Source: an optimization exercise on an open RTL-to-GDS flow (aim: small area, a short achievable clock period and few clock cycles per item). Production flows keep margins and buffers that such runs may drop.
RTL that was checked went through simulation tests only; none was proved equivalent to the original.
Power and IR drop assume default switching activity.

==> inputs of job 3071 <==
## invoke_id_remap_table_core
module invoke_id_remap_table_core #(
    parameter int unsigned TABLE_DEPTH = 16,
    parameter int unsigned ID_LIMIT    = 32767
) (
    input  logic                         clk,
    input  logic                         rst_n,
    input  logic [iirt_pkg::TDATA_W-1:0] s_tdata,
    input  logic [0:0]                   s_tuser,
    input  logic                         s_tvalid,
    output logic                         s_tready,
    output logic [iirt_pkg::TDATA_W-1:0] m_tdata,
    output logic [1:0]                   m_tuser,
    output logic                         m_tlast,
    output logic                         m_tvalid,
    input  logic                         m_tready
);
    localparam int D   = TABLE_DEPTH;
    localparam int PW  = iirt_pkg::PORT_W;
    localparam int OW  = iirt_pkg::ORIG_W;
    localparam int GW  = iirt_pkg::GEN_W;
    localparam int PAD = iirt_pkg::TDATA_W - PW - OW - GW;
    localparam logic [GW-1:0] GEN_ONE = 1;
  ...
export LEC_CHECK = 0
export CAP_MARGIN = 5
export CORE_MARGIN = 2
export CORE_UTILIZATION = 40
export CTS_CLUSTER_DIAMETER = 60
export CTS_CLUSTER_SIZE = 26
export SETUP_SLACK_MARGIN = 2.8
export SLEW_MARGIN = 5
create_clock -name core_clock -period 5.0 [get_ports {clk}]
standard.sh (not shown) runs the stock make flow with config.mk's settings and CLKGATE_MAP_FILE= SYNTH_SCRIPT=/design/flow/synth_recipe.tcl, a recipe that flattens the netlist after the stock synthesis.
==> flow/flow/run.sh <==
#!/bin/bash
# Layout flow: the standard flow (standard.sh) with two changes after
# synthesis, which itself runs unchanged:
#  - the input and output ports are buffered with buf_4 cells instead of the
#    default port buffer cell
#  - timing repair may resize a cell to any cell of the same function, not only
#    to one of the same footprint (MATCH_CELL_FOOTPRINT 0)
# Each step's full output goes to a log file of its own in this folder.
set -euo pipefail
EXTRA="'BUFFER_PORTS_ARGS=-buffer_cell sky130_fd_sc_hd__buf_4' MATCH_CELL_FOOTPRINT=0"
sed "s|\"\${@:-finish}\"|$EXTRA \"\${@:-finish}\"|" standard.sh > standard_extra.sh
grep -q "MATCH_CELL_FOOTPRINT=0" standard_extra.sh
bash standard.sh synth > synth.log 2>&1
bash standard_extra.sh finish > layout.log 2>&1
test -s out/final.def
==> job 1771 (differences from job 3071) <==
--- a/flow/design.v
+++ b/flow/design.v
@@ -46,50 +46,42 @@
 );
     localparam int D   = TABLE_DEPTH;
     localparam int PW  = iirt_pkg::PORT_W;
     localparam int OW  = iirt_pkg::ORIG_W;
     localparam int GW  = iirt_pkg::GEN_W;
     localparam int PAD = iirt_pkg::TDATA_W - PW - OW - GW;
     localparam logic [GW-1:0] GEN_ONE = 1;
     localparam logic [GW-1:0] GEN_LIM = ID_LIMIT;
-    logic          ir_op;
+    logic          ir_v, ir_op;
     logic [PW-1:0] ir_port;
     logic [OW-1:0] ir_orig;
     logic [GW-1:0] ir_gen;
-    assign ir_op   = s_tuser[0];
-    assign ir_port = s_tdata[PW-1:0];
-    assign ir_orig = s_tdata[PW+OW-1:PW];
-    assign ir_gen  = s_tdata[PW+OW+GW-1:PW+OW];
     logic [D-1:0]  v;
     logic [PW-1:0] t_port [0:D-1];
     logic [OW-1:0] t_orig [0:D-1];
     logic [GW-1:0] t_gen  [0:D-1];
     logic [GW-1:0] nid;      
     logic          b_v, b_op, b_full;
     logic          b_multi;  
-    logic          b_rdy;    
-    logic [D-1:0]  b_pick;   
-    logic          busy_q;   
     logic [GW-1:0] b_gen;
     logic [D-1:0]  b_sel;    
     logic          oval, olast;
     logic [1:0]    okind;
     logic [PW-1:0] oport;
     logic [OW-1:0] oorig;
     logic [GW-1:0] ogen;
     logic          sval, slast;
     logic [1:0]    skind;
     logic [PW-1:0] sport;
     logic [OW-1:0] sorig;
     logic [GW-1:0] sgen;
-    logic          a_go, b_free, b_emit, b_last, full, oload;
-    logic          b_v_n, b_multi_n, sval_n;
+    logic          take, a_go, b_free, b_emit, b_last, full, oload;
     logic          m_multi, r_multi;
-    logic [D-1:0]  m, pnext, brem, shl;
+    logic [D-1:0]  m, psel, brem, shl;
     logic [1:0]    rkind;
     logic [PW-1:0] rport;
     logic [OW-1:0] rorig;
     function automatic logic multi(input logic [15:0] x);
         logic [7:0] a1, t1;
         logic [3:0] a2, t2;
         logic [1:0] a3, t3;
         for (int i = 0; i < 8; i++)
@@ -104,80 +96,69 @@
         end
         for (int i = 0; i < 2; i++)
         begin
             a3[i] = a2[2*i] || a2[2*i+1];
             t3[i] = t2[2*i] || t2[2*i+1] || (a2[2*i] && a2[2*i+1]);
         end
         multi = t3[0] || t3[1] || (a3[0] && a3[1]);
     endfunction
-    function automatic logic multi3(input logic [15:0] x);
-        logic [15:0] a, t, h;
-        a = x;
-        t = '0;
-        h = '0;
-        for (int w = 8; w >= 1; w = w / 2)
-            for (int i = 0; i < w; i++)
-            begin
-                h[i] = h[2*i] || h[2*i+1] || (t[2*i] && a[2*i+1]) || (a[2*i] && t[2*i+1]);
-                t[i] = t[2*i] || t[2*i+1] || (a[2*i] && a[2*i+1]);
-                a[i] = a[2*i] || a[2*i+1];
-            end
-        multi3 = h[0];
-    endfunction
-    assign b_emit   = b_v && !sval && (!b_multi || b_rdy);
-    assign b_free   = !busy_q;   
-    assign s_tready = b_free;
-    assign a_go     = s_tvalid && b_free;
+    assign b_emit   = b_v && !sval;
+    assign b_free   = !b_v || (b_emit && !b_multi);
+    assign a_go     = ir_v && b_free;
+    assign s_tready = !ir_v || b_free;
+    assign take     = s_tvalid && s_tready;
     assign full     = &v;
     always_comb
     begin
         logic seen;
         for (int i = 0; i < D; i++)
             m[i] = v[i] && ir_op && (t_gen[i] == ir_gen);
         shl[0] = 1'b1;
         for (int i = 1; i < D; i++)
             shl[i] = shl[i-1] && v[i-1];
-        brem    = b_sel & ~b_pick;
+        seen = 1'b0;
+        for (int i = D - 1; i >= 0; i--)
+        begin
+            psel[i] = b_sel[i] && !seen;
+            seen    = seen || b_sel[i];
+        end
+        brem    = b_sel & ~psel;
         b_last  = !b_multi;
         m_multi = multi(m);
-        r_multi = multi3(b_sel);
-        pnext = b_rdy ? brem : b_sel;
-        seen  = 1'b0;
-        for (int i = D - 1; i >= 0; i--)
-        begin
-            logic p;
-            p        = pnext[i];
-            pnext[i] = p && !seen;
-            seen     = seen || p;
-        end
+        r_multi = multi(brem);
         rport  = '0;
         rorig  = '0;
         for (int i = 0; i < D; i++)
         begin
-            rport = rport | (t_port[i] & {PW{b_pick[i]}});
-            rorig = rorig | (t_orig[i] & {OW{b_pick[i]}});
+            rport = rport | (t_port[i] & {PW{psel[i]}});
+            rorig = rorig | (t_orig[i] & {OW{psel[i]}});
         end
         if (b_op)
             rkind = (b_sel != '0) ? iirt_pkg::KIND_ROUTED : iirt_pkg::KIND_NO_MATCH;
         else
             rkind = b_full ? iirt_pkg::KIND_FULL : iirt_pkg::KIND_ASSIGNED;
     end
     always_ff @(posedge clk or negedge rst_n)
     begin
         if (!rst_n)
         begin
+            ir_v <= 1'b0;
             v    <= '0;
             nid  <= GEN_ONE;
             b_v  <= 1'b0;
             oval <= 1'b0;
             sval <= 1'b0;
         end
         else
         begin
+            if (take)
+                ir_v <= 1'b1;
+            else if (a_go)
+                ir_v <= 1'b0;
             if (a_go && !ir_op && !full)
             begin
                 for (int i = 0; i < D; i++)
                     if (shl[i])
                         v[i] <= (i == 0) ? 1'b1 : v[i-1];
                 nid <= (nid == GEN_LIM) ? GEN_ONE : nid + GEN_ONE;
             end
             else if (a_go)
@@ -189,16 +170,26 @@
             if (!oload && b_emit)
                 sval <= 1'b1;
             else if (oload)
                 sval <= 1'b0;
         end
     end
     always_ff @(posedge clk)
     begin
+        if (take)
+        begin
+            ir_op   <= s_tuser[0];
+            ir_port <= s_tdata[PW-1:0];
+            ir_orig <= s_tdata[PW+OW-1:PW];
+            ir_gen  <= s_tdata[PW+OW+GW-1:PW+OW];
+        end
+    end
+    always_ff @(posedge clk)
+    begin
         if (a_go && !ir_op && !full)
         begin
             for (int i = 0; i < D; i++)
                 if (shl[i])
                 begin
                     if (i == 0)
                     begin
                         t_port[i] <= ir_port;
@@ -217,57 +208,28 @@
     always_ff @(posedge clk)
     begin
         if (b_free)
         begin
             b_op   <= ir_op;
             b_full <= full;
             b_gen  <= ir_op ? ir_gen : (full ? '0 : nid);
             b_sel  <= m;
-            b_pick <= m;
-        end
-        else if (b_multi && (!b_rdy || b_emit))
-        begin
-            if (b_emit)
-                b_sel <= brem;
-            b_pick <= pnext;
-        end
+        end
+        else if (b_emit)
+            b_sel <= brem;
     end
     always_ff @(posedge clk or negedge rst_n)
     begin
         if (!rst_n)
-        begin
             b_multi <= 1'b0;
-            b_rdy   <= 1'b0;
-        end
         else if (b_free)
-        begin
             b_multi <= a_go && m_multi;
-            b_rdy   <= 1'b0;
-        end
-        else
-        begin
-            if (b_emit)
-                b_multi <= r_multi;
-            if (b_multi)
-                b_rdy <= 1'b1;
-        end
-    end
-    always_comb
-    begin
-        b_v_n     = b_free ? a_go : b_v;
-        b_multi_n = b_free ? (a_go && m_multi) : (b_emit ? r_multi : b_multi);
-        sval_n    = oload ? 1'b0 : (b_emit ? 1'b1 : sval);
-    end
-    always_ff @(posedge clk or negedge rst_n)
-    begin
-        if (!rst_n)
-            busy_q <= 1'b0;
-        else
-            busy_q <= b_v_n && (sval_n || b_multi_n);
+        else if (b_emit)
+            b_multi <= r_multi;
     end
     assign oload = !oval || m_tready;
     always_ff @(posedge clk)
     begin
         if (oload)
         begin
             if (sval)
             begin
==> flow/run.sh (new file) <==
#!/bin/bash
# synth_recipe.tcl (not shown) runs the flow's synth.tcl, then flattens the netlist and writes it again
# the make line also repeats each setting of config.mk as NAME=value (left out here)
make -C /OpenROAD-flow-scripts/flow DESIGN_CONFIG=/design/flow/config.mk WORK_HOME=/design/flow/orfs CLKGATE_MAP_FILE= SYNTH_SCRIPT=/design/flow/synth_recipe.tcl finish
==> flow/config.mk (replaced) <==
export PLATFORM = sky130hd
export DESIGN_NAME = invoke_id_remap_table_core
export DESIGN_NICKNAME = invoke_id_remap_table_core
export VERILOG_FILES = /design/flow/design.v
export SDC_FILE = /design/flow/constraint.sdc
export NUM_CORES = 4
export LEC_CHECK = 0
export CAP_MARGIN = 20
export CORE_MARGIN = 2
export CORE_UTILIZATION = 40
export SETUP_SLACK_MARGIN = 1.0
export SLEW_MARGIN = 20
removed: flow/flow/run.sh
removed: flow/standard.sh
==> job 3953 (differences from job 3071) <==
--- a/flow/design.v
+++ b/flow/design.v
@@ -46,50 +46,42 @@
 );
     localparam int D   = TABLE_DEPTH;
     localparam int PW  = iirt_pkg::PORT_W;
     localparam int OW  = iirt_pkg::ORIG_W;
     localparam int GW  = iirt_pkg::GEN_W;
     localparam int PAD = iirt_pkg::TDATA_W - PW - OW - GW;
     localparam logic [GW-1:0] GEN_ONE = 1;
     localparam logic [GW-1:0] GEN_LIM = ID_LIMIT;
-    logic          ir_op;
+    logic          ir_v, ir_op;
     logic [PW-1:0] ir_port;
     logic [OW-1:0] ir_orig;
     logic [GW-1:0] ir_gen;
-    assign ir_op   = s_tuser[0];
-    assign ir_port = s_tdata[PW-1:0];
-    assign ir_orig = s_tdata[PW+OW-1:PW];
-    assign ir_gen  = s_tdata[PW+OW+GW-1:PW+OW];
     logic [D-1:0]  v;
     logic [PW-1:0] t_port [0:D-1];
     logic [OW-1:0] t_orig [0:D-1];
     logic [GW-1:0] t_gen  [0:D-1];
     logic [GW-1:0] nid;      
     logic          b_v, b_op, b_full;
     logic          b_multi;  
-    logic          b_rdy;    
-    logic [D-1:0]  b_pick;   
-    logic          busy_q;   
     logic [GW-1:0] b_gen;
     logic [D-1:0]  b_sel;    
     logic          oval, olast;
     logic [1:0]    okind;
     logic [PW-1:0] oport;
     logic [OW-1:0] oorig;
     logic [GW-1:0] ogen;
     logic          sval, slast;
     logic [1:0]    skind;
     logic [PW-1:0] sport;
     logic [OW-1:0] sorig;
     logic [GW-1:0] sgen;
-    logic          a_go, b_free, b_emit, b_last, full, oload;
-    logic          b_v_n, b_multi_n, sval_n;
+    logic          take, a_go, b_free, b_emit, b_last, full, oload;
     logic          m_multi, r_multi;
-    logic [D-1:0]  m, pnext, brem, shl;
+    logic [D-1:0]  m, psel, brem, shl;
     logic [1:0]    rkind;
     logic [PW-1:0] rport;
     logic [OW-1:0] rorig;
     function automatic logic multi(input logic [15:0] x);
         logic [7:0] a1, t1;
         logic [3:0] a2, t2;
         logic [1:0] a3, t3;
         for (int i = 0; i < 8; i++)
@@ -104,80 +96,69 @@
         end
         for (int i = 0; i < 2; i++)
         begin
             a3[i] = a2[2*i] || a2[2*i+1];
             t3[i] = t2[2*i] || t2[2*i+1] || (a2[2*i] && a2[2*i+1]);
         end
         multi = t3[0] || t3[1] || (a3[0] && a3[1]);
     endfunction
-    function automatic logic multi3(input logic [15:0] x);
-        logic [15:0] a, t, h;
-        a = x;
-        t = '0;
-        h = '0;
-        for (int w = 8; w >= 1; w = w / 2)
-            for (int i = 0; i < w; i++)
-            begin
-                h[i] = h[2*i] || h[2*i+1] || (t[2*i] && a[2*i+1]) || (a[2*i] && t[2*i+1]);
-                t[i] = t[2*i] || t[2*i+1] || (a[2*i] && a[2*i+1]);
-                a[i] = a[2*i] || a[2*i+1];
-            end
-        multi3 = h[0];
-    endfunction
-    assign b_emit   = b_v && !sval && (!b_multi || b_rdy);
-    assign b_free   = !busy_q;   
-    assign s_tready = b_free;
-    assign a_go     = s_tvalid && b_free;
+    assign b_emit   = b_v && !sval;
+    assign b_free   = !b_v || (b_emit && !b_multi);
+    assign a_go     = ir_v && b_free;
+    assign s_tready = !ir_v || b_free;
+    assign take     = s_tvalid && s_tready;
     assign full     = &v;
     always_comb
     begin
         logic seen;
         for (int i = 0; i < D; i++)
             m[i] = v[i] && ir_op && (t_gen[i] == ir_gen);
         shl[0] = 1'b1;
         for (int i = 1; i < D; i++)
             shl[i] = shl[i-1] && v[i-1];
-        brem    = b_sel & ~b_pick;
+        seen = 1'b0;
+        for (int i = D - 1; i >= 0; i--)
+        begin
+            psel[i] = b_sel[i] && !seen;
+            seen    = seen || b_sel[i];
+        end
+        brem    = b_sel & ~psel;
         b_last  = !b_multi;
         m_multi = multi(m);
-        r_multi = multi3(b_sel);
-        pnext = b_rdy ? brem : b_sel;
-        seen  = 1'b0;
-        for (int i = D - 1; i >= 0; i--)
-        begin
-            logic p;
-            p        = pnext[i];
-            pnext[i] = p && !seen;
-            seen     = seen || p;
-        end
+        r_multi = multi(brem);
         rport  = '0;
         rorig  = '0;
         for (int i = 0; i < D; i++)
         begin
-            rport = rport | (t_port[i] & {PW{b_pick[i]}});
-            rorig = rorig | (t_orig[i] & {OW{b_pick[i]}});
+            rport = rport | (t_port[i] & {PW{psel[i]}});
+            rorig = rorig | (t_orig[i] & {OW{psel[i]}});
         end
         if (b_op)
             rkind = (b_sel != '0) ? iirt_pkg::KIND_ROUTED : iirt_pkg::KIND_NO_MATCH;
         else
             rkind = b_full ? iirt_pkg::KIND_FULL : iirt_pkg::KIND_ASSIGNED;
     end
     always_ff @(posedge clk or negedge rst_n)
     begin
         if (!rst_n)
         begin
+            ir_v <= 1'b0;
             v    <= '0;
             nid  <= GEN_ONE;
             b_v  <= 1'b0;
             oval <= 1'b0;
             sval <= 1'b0;
         end
         else
         begin
+            if (take)
+                ir_v <= 1'b1;
+            else if (a_go)
+                ir_v <= 1'b0;
             if (a_go && !ir_op && !full)
             begin
                 for (int i = 0; i < D; i++)
                     if (shl[i])
                         v[i] <= (i == 0) ? 1'b1 : v[i-1];
                 nid <= (nid == GEN_LIM) ? GEN_ONE : nid + GEN_ONE;
             end
             else if (a_go)
@@ -189,16 +170,26 @@
             if (!oload && b_emit)
                 sval <= 1'b1;
             else if (oload)
                 sval <= 1'b0;
         end
     end
     always_ff @(posedge clk)
     begin
+        if (take)
+        begin
+            ir_op   <= s_tuser[0];
+            ir_port <= s_tdata[PW-1:0];
+            ir_orig <= s_tdata[PW+OW-1:PW];
+            ir_gen  <= s_tdata[PW+OW+GW-1:PW+OW];
+        end
+    end
+    always_ff @(posedge clk)
+    begin
         if (a_go && !ir_op && !full)
         begin
             for (int i = 0; i < D; i++)
                 if (shl[i])
                 begin
                     if (i == 0)
                     begin
                         t_port[i] <= ir_port;
@@ -217,57 +208,28 @@
     always_ff @(posedge clk)
     begin
         if (b_free)
         begin
             b_op   <= ir_op;
             b_full <= full;
             b_gen  <= ir_op ? ir_gen : (full ? '0 : nid);
             b_sel  <= m;
-            b_pick <= m;
-        end
-        else if (b_multi && (!b_rdy || b_emit))
-        begin
-            if (b_emit)
-                b_sel <= brem;
-            b_pick <= pnext;
-        end
+        end
+        else if (b_emit)
+            b_sel <= brem;
     end
     always_ff @(posedge clk or negedge rst_n)
     begin
         if (!rst_n)
-        begin
             b_multi <= 1'b0;
-            b_rdy   <= 1'b0;
-        end
         else if (b_free)
-        begin
             b_multi <= a_go && m_multi;
-            b_rdy   <= 1'b0;
-        end
-        else
-        begin
-            if (b_emit)
-                b_multi <= r_multi;
-            if (b_multi)
-                b_rdy <= 1'b1;
-        end
-    end
-    always_comb
-    begin
-        b_v_n     = b_free ? a_go : b_v;
-        b_multi_n = b_free ? (a_go && m_multi) : (b_emit ? r_multi : b_multi);
-        sval_n    = oload ? 1'b0 : (b_emit ? 1'b1 : sval);
-    end
-    always_ff @(posedge clk or negedge rst_n)
-    begin
-        if (!rst_n)
-            busy_q <= 1'b0;
-        else
-            busy_q <= b_v_n && (sval_n || b_multi_n);
+        else if (b_emit)
+            b_multi <= r_multi;
     end
     assign oload = !oval || m_tready;
     always_ff @(posedge clk)
     begin
         if (oload)
         begin
             if (sval)
             begin
==> flow/run.sh (new file) <==
#!/bin/bash
# synth_recipe.tcl (not shown) runs the flow's synth.tcl, then flattens the netlist and writes it again
# the make line also repeats each setting of config.mk as NAME=value (left out here)
make -C /OpenROAD-flow-scripts/flow DESIGN_CONFIG=/design/flow/config.mk WORK_HOME=/design/flow/orfs CLKGATE_MAP_FILE= SYNTH_SCRIPT=/design/flow/synth_recipe.tcl finish
==> flow/config.mk (replaced) <==
export PLATFORM = sky130hd
export DESIGN_NAME = invoke_id_remap_table_core
export DESIGN_NICKNAME = invoke_id_remap_table_core
export VERILOG_FILES = /design/flow/design.v
export SDC_FILE = /design/flow/constraint.sdc
export NUM_CORES = 4
export LEC_CHECK = 0
export CAP_MARGIN = 20
export CORE_MARGIN = 2
export CORE_UTILIZATION = 40
export CTS_BUF_LIST = sky130_fd_sc_hd__clkbuf_4 sky130_fd_sc_hd__clkbuf_8
export SETUP_SLACK_MARGIN = 2.0
export SLEW_MARGIN = 20
removed: flow/flow/run.sh
removed: flow/standard.sh
==> job 2562 (differences from job 3071) <==
--- a/flow/design.v
+++ b/flow/design.v
@@ -63,17 +63,17 @@
     logic [PW-1:0] t_port [0:D-1];
     logic [OW-1:0] t_orig [0:D-1];
     logic [GW-1:0] t_gen  [0:D-1];
     logic [GW-1:0] nid;      
     logic          b_v, b_op, b_full;
     logic          b_multi;  
     logic          b_rdy;    
     logic [D-1:0]  b_pick;   
-    logic          busy_q;   
+    logic          rdy_q;    
     logic [GW-1:0] b_gen;
     logic [D-1:0]  b_sel;    
     logic          oval, olast;
     logic [1:0]    okind;
     logic [PW-1:0] oport;
     logic [OW-1:0] oorig;
     logic [GW-1:0] ogen;
     logic          sval, slast;
@@ -119,17 +119,17 @@
             begin
                 h[i] = h[2*i] || h[2*i+1] || (t[2*i] && a[2*i+1]) || (a[2*i] && t[2*i+1]);
                 t[i] = t[2*i] || t[2*i+1] || (a[2*i] && a[2*i+1]);
                 a[i] = a[2*i] || a[2*i+1];
             end
         multi3 = h[0];
     endfunction
     assign b_emit   = b_v && !sval && (!b_multi || b_rdy);
-    assign b_free   = !busy_q;   
+    assign b_free   = rdy_q;     
     assign s_tready = b_free;
     assign a_go     = s_tvalid && b_free;
     assign full     = &v;
     always_comb
     begin
         logic seen;
         for (int i = 0; i < D; i++)
             m[i] = v[i] && ir_op && (t_gen[i] == ir_gen);
@@ -255,19 +255,19 @@
     begin
         b_v_n     = b_free ? a_go : b_v;
         b_multi_n = b_free ? (a_go && m_multi) : (b_emit ? r_multi : b_multi);
         sval_n    = oload ? 1'b0 : (b_emit ? 1'b1 : sval);
     end
     always_ff @(posedge clk or negedge rst_n)
     begin
         if (!rst_n)
-            busy_q <= 1'b0;
+            rdy_q <= 1'b1;
         else
-            busy_q <= b_v_n && (sval_n || b_multi_n);
+            rdy_q <= !b_v_n || (!sval_n && !b_multi_n);
     end
     assign oload = !oval || m_tready;
     always_ff @(posedge clk)
     begin
         if (oload)
         begin
             if (sval)
             begin
==> flow/config.mk (replaced) <==
export PLATFORM = sky130hd
export DESIGN_NAME = invoke_id_remap_table_core
export DESIGN_NICKNAME = invoke_id_remap_table_core
export VERILOG_FILES = /design/flow/design.v
export SDC_FILE = /design/flow/constraint.sdc
export NUM_CORES = 4
export LEC_CHECK = 0
export CAP_MARGIN = 20
export CORE_MARGIN = 2
export CORE_UTILIZATION = 55
export CTS_CLUSTER_DIAMETER = 60
export CTS_CLUSTER_SIZE = 26
export SETUP_SLACK_MARGIN = 2.6
export SLEW_MARGIN = 20
==> comparison <==
The highest total power belongs to job 3071, the lowest to job 2562.
Against job 3071, the critical path depth of job 2562 is higher by 5.
Sequential power: job 3953 is larger than job 2562 (about 3.4%).
The highest clock skew belongs to job 2562, the lowest to job 3071.
In job 1771 the die area is larger than in job 2562, by about 37%.
Area after synthesis: job 3071 is smaller than job 1771 (0.48%).
Final area: job 3071 > job 3953 > job 1771 > job 2562.
The highest sequential share of layout area belongs to job 1771, the lowest to job 3071.
Testbench counts of job 2562, summed over its fixed seeds: cycles 3,216, items 3,200.
No functional check of the RTL was part of job 3071, job 1771 and job 3953.

==> what the ideal ports hide <==
Ports are ideal in the flow. The routed layouts listed here were re-timed in OpenROAD. Step 1 (the two cells are an assumption about what drives the block):
set clk [get_ports {clk}]
set_driving_cell -lib_cell sky130_fd_sc_hd__clkbuf_16 $clk
set_driving_cell -lib_cell sky130_fd_sc_hd__buf_2 [delete_from_list [all_inputs] $clk]
Step 2 adds t to the input delays and takes it off the output delays; t is the mean of the earliest and latest rising clock arrival at the registers after step 1. Input paths then give back, and output paths get back, about the clock's delay inside the block. Three values: ideal ports, drivers, drivers and shift; two values: the first two.
| run | t (ns) | slack for setup (ns) | worst data-port slew with drivers (ns) |
|---|---|---|---|
| job 3071 | 0.674 | 2.514 / 2.453 / 1.952 | 0.27 |
| job 1771 | 0.674 | 1.556 / 1.556 / 1.556 | 0.08 |
| job 3953 | 0.809 | 2.007 / 2.007 / 2.007 | 0.08 |
| job 2562 | 0.679 | 2.559 / 2.503 / 1.904 | 0.07 |
After both steps setup and hold are still met in every run listed. The setup slack of job 2562, which loses most, moves by -0.056 ns with the drivers and by -0.655 ns with both steps.
